This is an optimization exercise on Yosys and OpenROAD, whose aim is small area, a short achievable clock period and few clock cycles per item, not a production implementation.
The RTL was checked by simulation tests, not by an equivalence proof against the original design.
Power and IR drop assume default switching activity.

## flow/design.v (module list and top-level ports; edited modules follow where they fit)
// module window_fetch: 161 lines
// module conv_engine: 157 lines
// module conv_mac: 2414 lines
// module pool_relu_writer: 94 lines
// module cnn_top: 81 lines
module cnn_top (
	input  wire                          clk,
	input  wire                          reset_b,
	input  wire                          run,
	output logic                         busy,
	output logic [cnn_pkg::addr_w-1:0]   input_sram_read_address,
	input  wire  [cnn_pkg::data_w-1:0]   input_sram_read_data,
	output logic [cnn_pkg::addr_w-1:0]   weights_sram_read_address,
	input  wire  [cnn_pkg::data_w-1:0]   weights_sram_read_data,
	output logic                         output_sram_write_enable,
	output logic [cnn_pkg::addr_w-1:0]   output_sram_write_address,
	output logic [cnn_pkg::data_w-1:0]   output_sram_write_data
);
  // ...
==> flow/flow/run.sh <==
#!/bin/bash
# Layout flow: the standard flow (standard.sh) with three changes:
#  - after synthesis, fa_polarity.py flips full adders to drop the
#    inverters Yosys leaves between them (same function, same registers);
#  - port buffers use a stronger cell;
#  - setup repair aims below the clock period.
# Each tool's output goes to its own log in this folder.
set -e
R=$PWD/orfs/results/sky130hd/cnn_top/base
export BUFFER_PORTS_ARGS="-buffer_cell sky130_fd_sc_hd__buf_2"
export SETUP_SLACK_MARGIN=7.0
bash standard.sh $R/1_2_yosys.v > synth.log 2>&1
python3 flow/fa_polarity.py $R/1_2_yosys.v $R/1_2_yosys_pol.v > fa_polarity.log 2>&1
mv $R/1_2_yosys_pol.v $R/1_2_yosys.v
bash standard.sh > standard.log 2>&1
==> flow/flow/fa_polarity.py <==
#!/usr/bin/env python3
"""Remove inverters between full adders in a flat sky130 netlist.

A full adder is self-dual: FA(~a, ~b, ~c) = (~sum, ~carry). Flipping an
adder (complementing the values its pins carry) therefore leaves it the
same cell; only the inverters around it change. This pass chooses which
adders to flip so that fewer inverters are needed, then rewires: every
affected load reads either the source net or one shared inverter of it.
Registers and all other cells are left as they are.

usage: fa_polarity.py IN.v OUT.v
"""
import re
import sys

FA = re.compile(r"sky130_fd_sc_hd__fa_\d+$")
INV = re.compile(r"sky130_fd_sc_hd__(clk)?inv_\d+$")
OUTPINS = {"X", "Y", "Q", "Q_N", "SUM", "COUT", "HI", "LO"}

src = open(sys.argv[1]).read()
m = re.search(r"\bmodule\b.*?\bendmodule\b", src, re.S)
body = m.group(0)

cell_re = re.compile(r"^\s*(sky130_fd_sc_hd__\w+)\s+(\\\S+\s|\S+)\s*\((.*?)\);\s*$", re.S | re.M)
pin_re = re.compile(r"\.(\w+)\(\s*(.*?)\s*\)\s*(?:,|$)", re.S)

cells = []
for cm in cell_re.finditer(body):
    typ, name, pins = cm.group(1), cm.group(2), cm.group(3)
    conns = [(p, n.strip()) for p, n in pin_re.findall(pins)]
    cells.append({"type": typ, "name": name, "conns": conns, "span": cm.span()})

# nets used outside cell pins (assigns, ports): never rewire those
other = cell_re.sub("", body)
def norm(n):
    return n.strip()
protected = set()
for am in re.finditer(r"assign\s+(.*?)\s*=\s*(.*?);", other, re.S):
    for part in re.split(r"[{},]", am.group(1) + "," + am.group(2)):
        part = part.strip()
        if part:
            protected.add(part)
for pm in re.finditer(r"\b(input|output|inout)\b\s*(\[[^\]]*\])?\s*([^;]+);", other):
    for part in pm.group(3).split(","):
        protected.add(part.strip())
def is_protected(net):
    base = net.split("[")[0].strip()
    return net in protected or base in protected

driver = {}
loads = {}
for i, c in enumerate(cells):
    for p, n in c["conns"]:
        if p in OUTPINS:
            driver[n] = (i, p)
        else:
            loads.setdefault(n, []).append((i, p))

fa_ids = [i for i, c in enumerate(cells) if FA.match(c["type"])]
fa_set = set(fa_ids)
inv_in = {}      # inverter cell index -> input net
for i, c in enumerate(cells):
    if INV.match(c["type"]):
        d = dict(c["conns"])
        inv_in[i] = d["A"]

def inv_ok(i):
    """An inverter we may fold: its output is rewired freely."""
    c = cells[i]
    y = dict(c["conns"])["Y"]
    return not is_protected(y)

# Logical view of each load pin: (source net, parity)
def source_of(net):
    d = driver.get(net)
    if d and d[0] in inv_in and inv_ok(d[0]):
        s = inv_in[d[0]]
        dd = driver.get(s)
        if dd and dd[0] in inv_in:
            return net, 0          # double inverter: leave alone
        return s, 1
    return net, 0

# FA output nets that may be flipped
flippable = set()
for i in fa_ids:
    d = dict(cells[i]["conns"])
    if not (is_protected(d["SUM"]) or is_protected(d["COUT"])):
        flippable.add(i)

# Load pins whose connection we rewrite: FA inputs, and any load of an
# FA output net or of a foldable inverter fed by such a net
touched = []   # (cell, pin, source net, parity)
for i, c in enumerate(cells):
    if i in inv_in and inv_ok(i):
        continue
    for p, n in c["conns"]:
        if p in OUTPINS:
            continue
        s, par = source_of(n)
        dr = driver.get(s)
        src_fa = dr[0] if dr and dr[0] in fa_set else None
        if i in fa_set or src_fa is not None or par == 1:
            touched.append((i, p, s, par, src_fa))

def flipval(fa, f):
    return f.get(fa, 0) if fa is not None else 0

def cost(f):
    need = set()
    for i, p, s, par, sfa in touched:
        q = par ^ flipval(sfa, f) ^ (f.get(i, 0) if i in fa_set else 0)
        if q:
            need.add(s)
    return len(need)

f = {}
# incidence for local search
by_fa = {}
for t in touched:
    i, p, s, par, sfa = t
    if i in fa_set:
        by_fa.setdefault(i, []).append(t)
    if sfa is not None:
        by_fa.setdefault(sfa, []).append(t)
net_need = {}
def q_of(t):
    i, p, s, par, sfa = t
    return par ^ flipval(sfa, f) ^ (f.get(i, 0) if i in fa_set else 0)
for t in touched:
    if q_of(t):
        net_need[t[2]] = net_need.get(t[2], 0) + 1
def nets_needing():
    return sum(1 for v in net_need.values() if v > 0)
start = nets_needing()
improved = True
passes = 0
while improved and passes < 50:
    improved = False
    passes += 1
    for x in fa_ids:
        if x not in flippable:
            continue
        ts = by_fa.get(x, [])
        before = {}
        for t in ts:
            before.setdefault(t[2], 0)
        old = sum(1 for s in before if net_need.get(s, 0) > 0)
        for t in ts:
            if q_of(t):
                net_need[t[2]] -= 1
        f[x] = 1 - f.get(x, 0)
        for t in ts:
            if q_of(t):
                net_need[t[2]] = net_need.get(t[2], 0) + 1
        new = sum(1 for s in before if net_need.get(s, 0) > 0)
        if new < old:
            improved = True
        else:
            for t in ts:
                if q_of(t):
                    net_need[t[2]] -= 1
            f[x] = 1 - f[x]
            for t in ts:
                if q_of(t):
                    net_need[t[2]] = net_need.get(t[2], 0) + 1
end = nets_needing()

# Rewire
def esc(n):
    return n + " " if n.startswith("\\") else n
newinv = {}
added = []
def inv_net(s):
    if s not in newinv:
        k = len(newinv)
        nn = f"fa_pol_n{k}"
        newinv[s] = nn
        added.append(f"  wire {nn};\n  sky130_fd_sc_hd__inv_1 fa_pol_i{k} (\n    .A({esc(s)}),\n    .Y({nn})\n  );\n")
    return newinv[s]
conn_new = {}
for t in touched:
    i, p, s, par, sfa = t
    conn_new[(i, p)] = inv_net(s) if q_of(t) else s
removed = set()
for i in inv_in:
    if not inv_ok(i):
        continue
    y = dict(cells[i]["conns"])["Y"]
    still = [l for l in loads.get(y, []) if (l[0], l[1]) not in conn_new]
    if not still:
        removed.add(i)

out = []
pos = 0
for i, c in enumerate(cells):
    a, b = c["span"]
    out.append(body[pos:a])
    pos = b
    if i in removed:
        continue
    text = body[a:b]
    if any((i, p) in conn_new for p, _ in c["conns"]):
        parts = []
        for p, n in c["conns"]:
            parts.append(f"    .{p}({esc(conn_new.get((i, p), n))})")
        text = f"\n  {c['type']} {c['name'].strip()} (\n" + ",\n".join(parts) + "\n  );"
    out.append(text)
out.append(body[pos:])
newbody = "".join(out)
newbody = newbody.replace("endmodule", "".join(added) + "endmodule")
open(sys.argv[2], "w").write(src[:m.start()] + newbody + src[m.end():])
sys.stderr.write(f"fa_polarity: {len(fa_ids)} adders, {sum(f.values())} flipped, "
                 f"inverters needed {start} -> {end}, removed {len(removed)}, added {len(added)}\n")
==> flow/standard.sh <==
#!/bin/bash
# synth_recipe.tcl (not shown) runs the flow's synth.tcl, then flattens the netlist and writes it again
# the make line also repeats each setting of config.mk as NAME=value (left out here)
make -C /OpenROAD-flow-scripts/flow DESIGN_CONFIG=/design/flow/config.mk WORK_HOME=/design/flow/orfs CLKGATE_MAP_FILE= SYNTH_SCRIPT=/design/flow/synth_recipe.tcl "${@:-finish}"
==> flow/config.mk <==
export PLATFORM = sky130hd
export DESIGN_NAME = cnn_top
export DESIGN_NICKNAME = cnn_top
export VERILOG_FILES = /design/flow/design.v
export SDC_FILE = /design/flow/constraint.sdc
export NUM_CORES = 4
export LEC_CHECK = 0
export CAP_MARGIN = 20
export CORE_MARGIN = 2
export CORE_UTILIZATION = 30
export SLEW_MARGIN = 20
==> flow/constraint.sdc <==
create_clock -name core_clock -period 10.0 [get_ports {clk}]
set_input_delay 2.0000 -clock core_clock [delete_from_list [all_inputs] [get_ports {clk}]]
set_output_delay 2.0000 -clock core_clock [all_outputs]
set_load 0.01 [all_outputs]
==> impl_metrics.yaml, run 1 <==
final_layout:
  multi_input_area_share: 0.423
  nonClockInverterCount: 230
  drive_gt1_frac: 0.138
  final_util: 0.347
  clock_buffers: 92
  n_antenna_cell: 0
  clock_network_share_of_area: 0.0600
  nNonClkBuffers: 187
  seq_area_um2: 15600
placement:
  post_dp_cell_area_um2: 34800
  io_buffer_count: 77
timing:
  fin_ws_ns: 6.86
  unrepaired_setup_endpoints_after_global_routing: "true"
  max_clock_skew_ns: 0.0373
  timing_worst_slew_pin_value_ns: 1.06
  layout_min_cycle_time_ns: 3.14
  fmaxAchievable_mhz: 319
  worst_hold_slack_ns: 0.322
die:
  die_h_um: 338
  floorplan.die_area_um2: 114000
  placeableCoreArea_um2: 111000
  rows: 122
synth:
  postSynthAreaPerCell_um2: 12.3
  synthesis.yosys.warnings: 8
outcome:
  status: "no timing/DRC/antenna violations"
global_routing:
  antenna_found_initial: 2
  grt.met2_usage: 0.286
routing:
  drt_pre_antenna_iters: 17
  postRouteAntennaNets: 0
  drt-total-wl_um: 105000
  detail_routed_net_length_per_standard_cell_um: 24.5
  drt-initial-drc-count: 4231
clock_network:
  clk_pin_slew_ns: 0.06
  max-clock-path-buffers: 3
  tritoncts_clock_tree: "done"
  post_cts_buffers: 49
power_and_ir_drop:
  comb_power_mw: 0.133
  power.density_nw_per_um2: 145
critical_path:
  path_buf_inv: 1
  worst_setup_path_startpoint: "writer_i.output_sram_write_data[9]$_DFFE_PP_"
  reg2reg_from: "conv_i.k[38]$_DFFE_PP_"
Testbench counts, summed over its fixed seeds: cycles 83,542, windows 19,159.
==> run 2: changes to the inputs <==
==> flow/flow/run.sh (replaced) <==
#!/bin/bash
# Layout flow: the standard flow (standard.sh, all steps), with port
# buffers of a stronger cell and a setup repair target below the clock
# period. Each tool's output goes to its own log in this folder.
export BUFFER_PORTS_ARGS="-buffer_cell sky130_fd_sc_hd__buf_2"
export SETUP_SLACK_MARGIN=7.0
bash standard.sh > standard.log 2>&1
--- a/flow/config.mk
+++ b/flow/config.mk
@@ -8,4 +8,4 @@
 export CAP_MARGIN = 20
 export CORE_MARGIN = 2
-export CORE_UTILIZATION = 30
+export CORE_UTILIZATION = 40
 export SLEW_MARGIN = 20
removed: flow/flow/fa_polarity.py
==> run 2 against run 1 <==
Compared with the run above: still clean; non-clock buffer count decreased by 24; fmax about the same; setup slack better by 0.0013 ns; combinational power down 5%; area after synthesis grew 2.9%; total power grew 2.5%; global-route usage rose by 4.5 points; utilization rose by 11 points; critical endpoint unchanged.
==> impl_metrics.yaml, run 2 <==
routing:
  vias_per_cell: 5.72
  drc_markers: 0
  detail_routed_net_length_per_standard_cell_um: 24.2
  drt_pre_antenna_iters: 15
  drt-total-wl_um: 101000
  routed-via-count: 23900
  drt-initial-drc-count: 4108
  postRouteAntennaNets: 0
global_routing:
  globalRouteTotalUtil: 0.226
  grt_first_pass_wirelength_um: 151000
  grt_max_degree: 75
  antenna_found_initial: 2
  grt_pass1_vias: 24000
  globalRoute.totalOverflow: 0
power_and_ir_drop:
  clock_network_fraction_of_design_power: 0.478
  fin_total_pwr_mw: 5.69
  cellLeakagePower_nw: 16.3
  share_comb_of_total_power: 0.022
  share_seq_of_total_power: 0.500
  switching_component_of_the_power_mw: 1.22
  vdd_ir_drop_max_mv: 0.116
  internal_power_mw: 4.47
  power.density_nw_per_um2: 146
  net_switching_fraction_of_the_power: 0.214
timing:
  worst_hold_slack_ns: 0.325
  totalNegativeSetupSlack_ns: 0
  post-route-period-util: 0.314
  unrepaired_setup_endpoints_after_global_routing: "true"
  fmaxAchievable_mhz: 319
  max_clock_skew_ns: 0.0306
  layout_min_cycle_time_ns: 3.14
  maxSlewHeadroom: 0.267
  final_max_slew_viol_count: 0
  hold_violations: 0
  setup_failing_eps_final: 0
  timing_worst_slew_pin_value_ns: 1.10
critical_path:
  critical_path.max_fanout: 1
  cpPeakStageDelay_ns: 0.38
  reg2reg_from: "conv_i.k[18]$_DFFE_PP_"
  critical_path.top_delay_family: "flip-flops"
  worst-endpoint-required_ns: 8.00
  path_buf_inv: 1
  worst_setup_path_startpoint: "writer_i.output_sram_write_data[9]$_DFFE_PP_"
  crit_path_top_delay_cell: "sky130_fd_sc_hd__edfxtp_1"
  path_class: "flip-flop to primary output"
  path_cells: "buf_2"
  worst-endpoint-arrival_ns: 1.14
  crit_path_start_kind: "flip-flop"
  setup.worst_path.end_class: "primary output"
synth:
  synth.cells.most_frequent: "487 x sky130_fd_sc_hd__inv_1, 432 x sky130_fd_sc_hd__dfxtp_1, 326 x sky130_fd_sc_hd__fa_1, 262 x sky130_fd_sc_hd__a222oi_1, 228 x sky130_fd_sc_hd__edfxtp_1"
  post_synth_mux_area_share: 0.00232
  yosysUniqueCellTypes: 81
  synth_area_leaders: "sky130_fd_sc_hd__dfxtp_1 25%, sky130_fd_sc_hd__edfxtp_1 20%, sky130_fd_sc_hd__fa_1 19%"
  postSynthAreaPerCell_um2: 11.5
  synth_top_area_cell: "sky130_fd_sc_hd__dfxtp_1"
  synth_top_area_frac: 0.251
  post_synth_and_or_nand_nor_area_fraction: 0.0664
  synthesis.yosys.warnings: 8
  yosys.area_share.xor_xnor: 0.0140
  synth-compound-area-share: 0.159
  postSynthRegisterBits: 660
  synth_edf_count: 228
  yosysMostFrequentCell: "sky130_fd_sc_hd__inv_1"
  ys.flop_type: "sky130_fd_sc_hd__dfxtp_1"
  syn-cell-area_um2: 34400
  yosysSeqAreaShare: 0.450
  synth_top_family_by_area: "adder cells"
  synthArstFlopShare: 0
  synthesis.instances: 2987
  post_synthesis_adder_cell_area_fraction: 0.225
final_layout:
  postLayoutCellArea_um2: 38800
  final_util: 0.455
  area_growth_pct: 12.7
  reg_top3: "conv_i.k (72), conv_i.pa (64), conv_i.pb (64)"
  leading_cell_type_in_the_layout_fill_and_taps_excluded: "sky130_fd_sc_hd__inv_1"
  fillCellCount: 7835
  n_antenna_cell: 0
  most-common-layout-cells: "482 x sky130_fd_sc_hd__inv_1, 396 x sky130_fd_sc_hd__dfxtp_1, 314 x sky130_fd_sc_hd__fa_1, 262 x sky130_fd_sc_hd__a222oi_1, 228 x sky130_fd_sc_hd__edfxtp_1"
  drive_gt1_frac: 0.120
  layout.nets: 3431
  max_reg_flops: 72
  reg_with_most_ffs: "conv_i.k"
die:
  die_width_um: 297
  placeableCoreArea_um2: 85300
  num_io_pins: 89
  rows: 107
  floorplan.die_area_um2: 88500
  die_h_um: 297
  start_util: 0.404
placement:
  place.gp.congestion: 1.03
  io_buffer_count: 77
  post_dp_cell_area_um2: 35300
  dpl.hpwl_um: 77900
worst_hold_path:
  hold_path.class: "flip-flop to flip-flop"
  hp-start: "writer_i.relu_mlast$_DFF_P_"
outcome:
  status: "no timing/DRC/antenna violations"
flow_run:
  cap_viol_max_count: 0
clock_network:
  clock_sinks: 660
  tritoncts_clock_tree: "done"
  worstSkewPairLatency_ns: 0.63
  hold_fix_buffer_count_after_cts: 0
  tritoncts.num_buffers: 69
  clk_root_buffer_cell: "sky130_fd_sc_hd__clkbuf_16"
  max-clock-path-buffers: 3
  clk_pin_slew_ns: 0.07
  cts-htree-levels: 3
==> run 2: changes by cell type in the layout (fill, tap and decap cells not counted), sizes merged <==
cell and delta:
buf -24, clkbuf +3, inv +264, clkinvlp +1
clkinv -8, bufinv +2
==> run 2: area by class of cell <==
type | count | area, um2 | share of cell area
Tap cell | 1144 | 1430 | 0.0369
Timing Repair Buffer | 163 | 1320 | 0.0339
Sequential cell | 660 | 15600 | 0.401
Timing Repair inverter | 1 | 7.51 | 0.000193
Clock buffer | 95 | 2050 | 0.0528
Clock inverter | 32 | 413 | 0.0106
Multi-Input combinational cell | 1588 | 16200 | 0.417
Inverter | 489 | 1840 | 0.0474
==> run 2: per-stage QoR <==
stage	cells	setup slack (ns)
final	4172	6.86
after global routing	4172	6.81
after CTS	4129	6.82
after detailed placement	3967	6.29
after global placement	3967	6.33
after floorplan	2997	7.01
==> run 2: power by group through the flow <==
stage / Combinational, mW / Sequential [mW] / Clock [mW]
finish: 0.127 / 2.84 / 2.72
CTS: 0.120 / 2.84 / 2.77
floorplan: 0.0916 / 2.88 / 0
global placement: 0.107 / 2.91 / 0
global route: 0.142 / 2.84 / 2.88
detailed placement: 0.107 / 2.91 / 0
==> run 2: timing repair <==
action                                  CTS  global route
endpoints found under the setup margin   64           109
pin swaps                                 3            25
setup buffers                            34            42
gates resized for setup                  77            27
cloned                                    1             0
==> run 2: path summary, 6_finish.rpt <==
path / to / slack [ns] / cells past startpoint
setup / recovery: output_sram_write_data[9] / 6.86 / 1
hold / removal: writer_i.pool_mlast$_DFF_P_ / 0.32 / 0
setup reg to reg: conv_i.mac_i.r3_6_6$_DFF_P_ / 7.02 / 6
hold reg to reg: writer_i.pool_mlast$_DFF_P_ / 0.32 / 0
==> run 2: cell families (layout without fill, tap and decap cells) <==
kind of cell,after synthesis,in the layout
AO/OA/AOI/OAI,648,648
XOR/XNOR,55,55
adder cells (fa/ha/maj),424,424
buffers and inverters,749,780
flip-flops,660,660
multiplexers,8,8
other,1,11
AND/OR/NAND/NOR,442,442
==> run 2: routing by layer <==
| layer | share of wire | vias up | track usage | routed length (um) |
|---|---|---|---|---|
| li1 | - | 10500 | - | - |
| met4 | 0.052 | 0 | 0.105 | 5260 |
| met3 | 0.10 | 367 | 0.0565 | 10100 |
| met5 | 0 | - | 0 | 0 |
| met1 | 0.40 | 11700 | 0.292 | 40100 |
| met2 | 0.45 | 1335 | 0.357 | 45300 |

## afterwards: timing with drivers on the ports
In the flow no input, the clock included, has a driving cell. The finished layouts below were timed again as built, in two steps. Step 1 (the two cells are an assumption about what drives the block):
set clk [get_ports {clk}]
set_driving_cell -lib_cell sky130_fd_sc_hd__clkbuf_16 $clk
set_driving_cell -lib_cell sky130_fd_sc_hd__buf_2 [delete_from_list [all_inputs] $clk]
Step 2 also shifts input and output timing later by t, the mid clock arrival at the registers, as if the neighbouring blocks saw the same clock. Three values: ideal ports, drivers, drivers and shift; two values: the first two.
run	t (ns)	setup WS [ns]	latest minus earliest clock arrival (ns)	worst register clock-pin slew, ns	pins driven straight from the clock port
run 1	0.699	6.863 / 6.795 / 6.421	0.037 / 0.037	0.08 / 0.08	1
run 2	0.675	6.864 / 6.802 / 6.575	0.030 / 0.031	0.07 / 0.07	1
After both steps every run listed still meets setup and hold. For run 1, which loses most, drivers alone change the setup slack by -0.068 ns; drivers and shift together by -0.442 ns.
